From an optimization exercise on the open Yosys and OpenROAD flow, aimed at small area and a short achievable clock period; shortcuts taken in it are not production practice. Power and IR drop assume default switching activity.

== xenon ==
==> flow/design.v <==
module btb_top (
    input  logic        CLK,
    input  logic        RST,
    input  logic        lookup_en,
    input  logic [31:0] lookup_pc,
    output logic        pred_hit,
    output logic        pred_taken,
    output logic [31:0] pred_target,
    input  logic        update_en,
    input  logic [31:0] update_pc,
    input  logic        update_taken,
    input  logic [31:0] update_target,
    input  logic        update_mispredict,
    input  logic        flush_all,
    output logic [15:0] lookup_count,
    output logic [15:0] mispredict_count
);
    branch_target_predictor #(.ENTRIES(16), .CNT_W(2), .STAT_W(16)) u_btb (
        .CLK(CLK),
        .RST(RST),
        .lookup_en(lookup_en),
        .lookup_pc(lookup_pc),
        .pred_hit(pred_hit),
        .pred_taken(pred_taken),
        .pred_target(pred_target),
        .update_en(update_en),
        .update_pc(update_pc),
        .update_taken(update_taken),
        .update_target(update_target),
        .update_mispredict(update_mispredict),
        .flush_all(flush_all),
        .lookup_count(lookup_count),
        .mispredict_count(mispredict_count)
    );
endmodule

module branch_target_predictor #(
    parameter int ENTRIES = 16,
    parameter int CNT_W   = 2,
    parameter int STAT_W  = 32
) (
    input  logic              CLK,
    input  logic              RST,
    input  logic              lookup_en,
    input  logic [31:0]       lookup_pc,
    output logic              pred_hit,
    output logic              pred_taken,
    output logic [31:0]       pred_target,
    input  logic              update_en,
    input  logic [31:0]       update_pc,
    input  logic              update_taken,
    input  logic [31:0]       update_target,
    input  logic              update_mispredict,
    input  logic              flush_all,
    output logic [STAT_W-1:0] lookup_count,
    output logic [STAT_W-1:0] mispredict_count
);
    localparam int IDX_W = $clog2(ENTRIES);
    localparam int TAG_W = 32 - IDX_W - 2;
    localparam logic [CNT_W-1:0] CNT_WEAK = CNT_W'(1) << (CNT_W - 1);
    logic [ENTRIES-1:0] valid;
    logic [TAG_W-1:0]   tags    [ENTRIES];
    logic [31:0]        targets [ENTRIES];
    logic [CNT_W-1:0]   cnts    [ENTRIES];
    logic [IDX_W-1:0] lk_idx;
    logic [TAG_W-1:0] lk_tag;
    logic [IDX_W-1:0] up_idx;
    logic [TAG_W-1:0] up_tag;
    logic             up_hit;
    logic             up_act;
    assign lk_idx = lookup_pc[IDX_W+1:2];
    assign lk_tag = lookup_pc[31:IDX_W+2];
    assign up_idx = update_pc[IDX_W+1:2];
    assign up_tag = update_pc[31:IDX_W+2];
    logic [ENTRIES-1:0] lk_sel;
    always_comb begin
        pred_hit    = 1'b0;
        pred_taken  = 1'b0;
        pred_target = '0;
        for (int i = 0; i < ENTRIES; i++) begin
            lk_sel[i]   = (lk_idx == IDX_W'(i)) && valid[i] && (tags[i] == lk_tag);
            pred_hit    = pred_hit | lk_sel[i];
            pred_taken  = pred_taken | (lk_sel[i] & cnts[i][CNT_W-1]);
            pred_target = pred_target | ({32{lk_sel[i]}} & targets[i]);
        end
    end
    assign up_hit = valid[up_idx] && (tags[up_idx] == up_tag);
    assign up_act = update_en && !flush_all;
    always_ff @(posedge CLK or posedge RST) begin
        if (RST)
            valid <= '0;
        else if (flush_all)
            valid <= '0;
        else if (update_en && update_taken)
            valid[up_idx] <= 1'b1;
    end
    always_ff @(posedge CLK) begin
        if (up_act && update_taken) begin
            tags[up_idx]    <= up_tag;
            targets[up_idx] <= update_target;
        end
    end
    always_ff @(posedge CLK) begin
        if (up_act) begin
            if (up_hit) begin
                if (update_taken) begin
                    if (cnts[up_idx] != '1)
                        cnts[up_idx] <= cnts[up_idx] + CNT_W'(1);
                end else if (cnts[up_idx] != '0) begin
                    cnts[up_idx] <= cnts[up_idx] - CNT_W'(1);
                end
            end else if (update_taken) begin
                cnts[up_idx] <= CNT_WEAK;
            end
        end
    end
    always_ff @(posedge CLK or posedge RST) begin
        if (RST) begin
            lookup_count     <= '0;
            mispredict_count <= '0;
        end else begin
            if (lookup_en && (lookup_count != '1))
                lookup_count <= lookup_count + STAT_W'(1);
            if (update_en && update_mispredict && (mispredict_count != '1))
                mispredict_count <= mispredict_count + STAT_W'(1);
        end
    end
endmodule
==> flow/config.mk <==
export PLATFORM = sky130hd
export DESIGN_NAME = btb_top
export DESIGN_NICKNAME = btb_top
export VERILOG_FILES = /design/flow/design.v
export SDC_FILE = /design/flow/constraint.sdc
export NUM_CORES = 4
export LEC_CHECK = 0
export CAP_MARGIN = 20
export CORE_MARGIN = 2
export CORE_UTILIZATION = 55
export SETUP_SLACK_MARGIN = 2.0
export SLEW_MARGIN = 20
==> flow/constraint.sdc <==
create_clock -name core_clock -period 7.0 [get_ports {CLK}]
set_input_delay 1.4000 -clock core_clock [delete_from_list [all_inputs] [get_ports {CLK}]]
set_output_delay 1.4000 -clock core_clock [all_outputs]
set_load 0.01 [all_outputs]
run.sh (not shown) runs the stock make flow with config.mk's settings and CLKGATE_MAP_FILE= SYNTH_SCRIPT=/design/flow/synth_recipe.tcl, a recipe that flattens the netlist after the stock synthesis.
Setup changes, xenon to yarrow
diff --git a/flow/design.v b/flow/design.v
--- a/flow/design.v
+++ b/flow/design.v
@@ -74,14 +74,23 @@
     assign up_tag = update_pc[31:IDX_W+2];
     logic [ENTRIES-1:0] lk_sel;
+    logic [TAG_W-1:0]   rd_tag;
+    logic [31:0]        rd_target;
+    logic               rd_valid;
+    logic               rd_cnt;
     always_comb begin
-        pred_hit    = 1'b0;
-        pred_taken  = 1'b0;
-        pred_target = '0;
+        rd_tag    = '0;
+        rd_target = '0;
+        rd_valid  = 1'b0;
+        rd_cnt    = 1'b0;
         for (int i = 0; i < ENTRIES; i++) begin
-            lk_sel[i]   = (lk_idx == IDX_W'(i)) && valid[i] && (tags[i] == lk_tag);
-            pred_hit    = pred_hit | lk_sel[i];
-            pred_taken  = pred_taken | (lk_sel[i] & cnts[i][CNT_W-1]);
-            pred_target = pred_target | ({32{lk_sel[i]}} & targets[i]);
+            lk_sel[i] = (lk_idx == IDX_W'(i));
+            rd_tag    = rd_tag    | ({TAG_W{lk_sel[i]}} & tags[i]);
+            rd_target = rd_target | ({32{lk_sel[i]}} & targets[i]);
+            rd_valid  = rd_valid  | (lk_sel[i] & valid[i]);
+            rd_cnt    = rd_cnt    | (lk_sel[i] & cnts[i][CNT_W-1]);
         end
+        pred_hit    = rd_valid && (rd_tag == lk_tag);
+        pred_taken  = pred_hit && rd_cnt;
+        pred_target = pred_hit ? rd_target : '0;
     end
     assign up_hit = valid[up_idx] && (tags[up_idx] == up_tag);
Findings:
The run showing the greater number of tap cells added at floorplan is xenon.
Higher critical path depth goes to yarrow over xenon.
Average wire length per cell after detail routing was lower in the run labelled yarrow.
Going from xenon to yarrow, number of post-CTS setup repair buffers shrank by more than half.
Against xenon, power in yarrow came out better.
Cell area | yarrow vs xenon | yarrow smaller
Summary: fmax, yarrow worse than xenon
Comparing yarrow and xenon, the higher multi-input gate share of total cell area was measured on xenon.
| detailed-route wire length | yarrow vs xenon | better |
No functional check of the RTL was part of any run of this note.

-- port drivers added, routing unchanged --
No port has a modelled driver above. Below, the same layouts with a new extraction and two added sets of constraints. Step 1: set_driving_cell puts a clkbuf_16 on CLK and a buf_2 on each other input, an assumption about the parent block. Step 2, shift: input delay + t, output delay - t, t = (earliest + latest rising clock arrival at the registers) / 2. This alone moves slack from input paths to output paths. Slacks: no drivers / after step 1 / after step 2; pairs: no drivers / after step 1.
| run | t (ns) | setup WS [ns] | worst register clock-pin slew, ns | cell pins on the clock port's net |
|---|---|---|---|---|
| xenon | 0.736 | 1.615 / 1.559 / 1.341 | 0.07 / 0.07 | 1 |
| yarrow | 0.748 | 0.721 / 0.540 / 0.540 | 0.06 / 0.06 | 1 |
After both steps setup and hold are still met in every run listed. The setup slack of xenon, which loses most, moves by -0.056 ns with the drivers and by -0.274 ns with both steps.
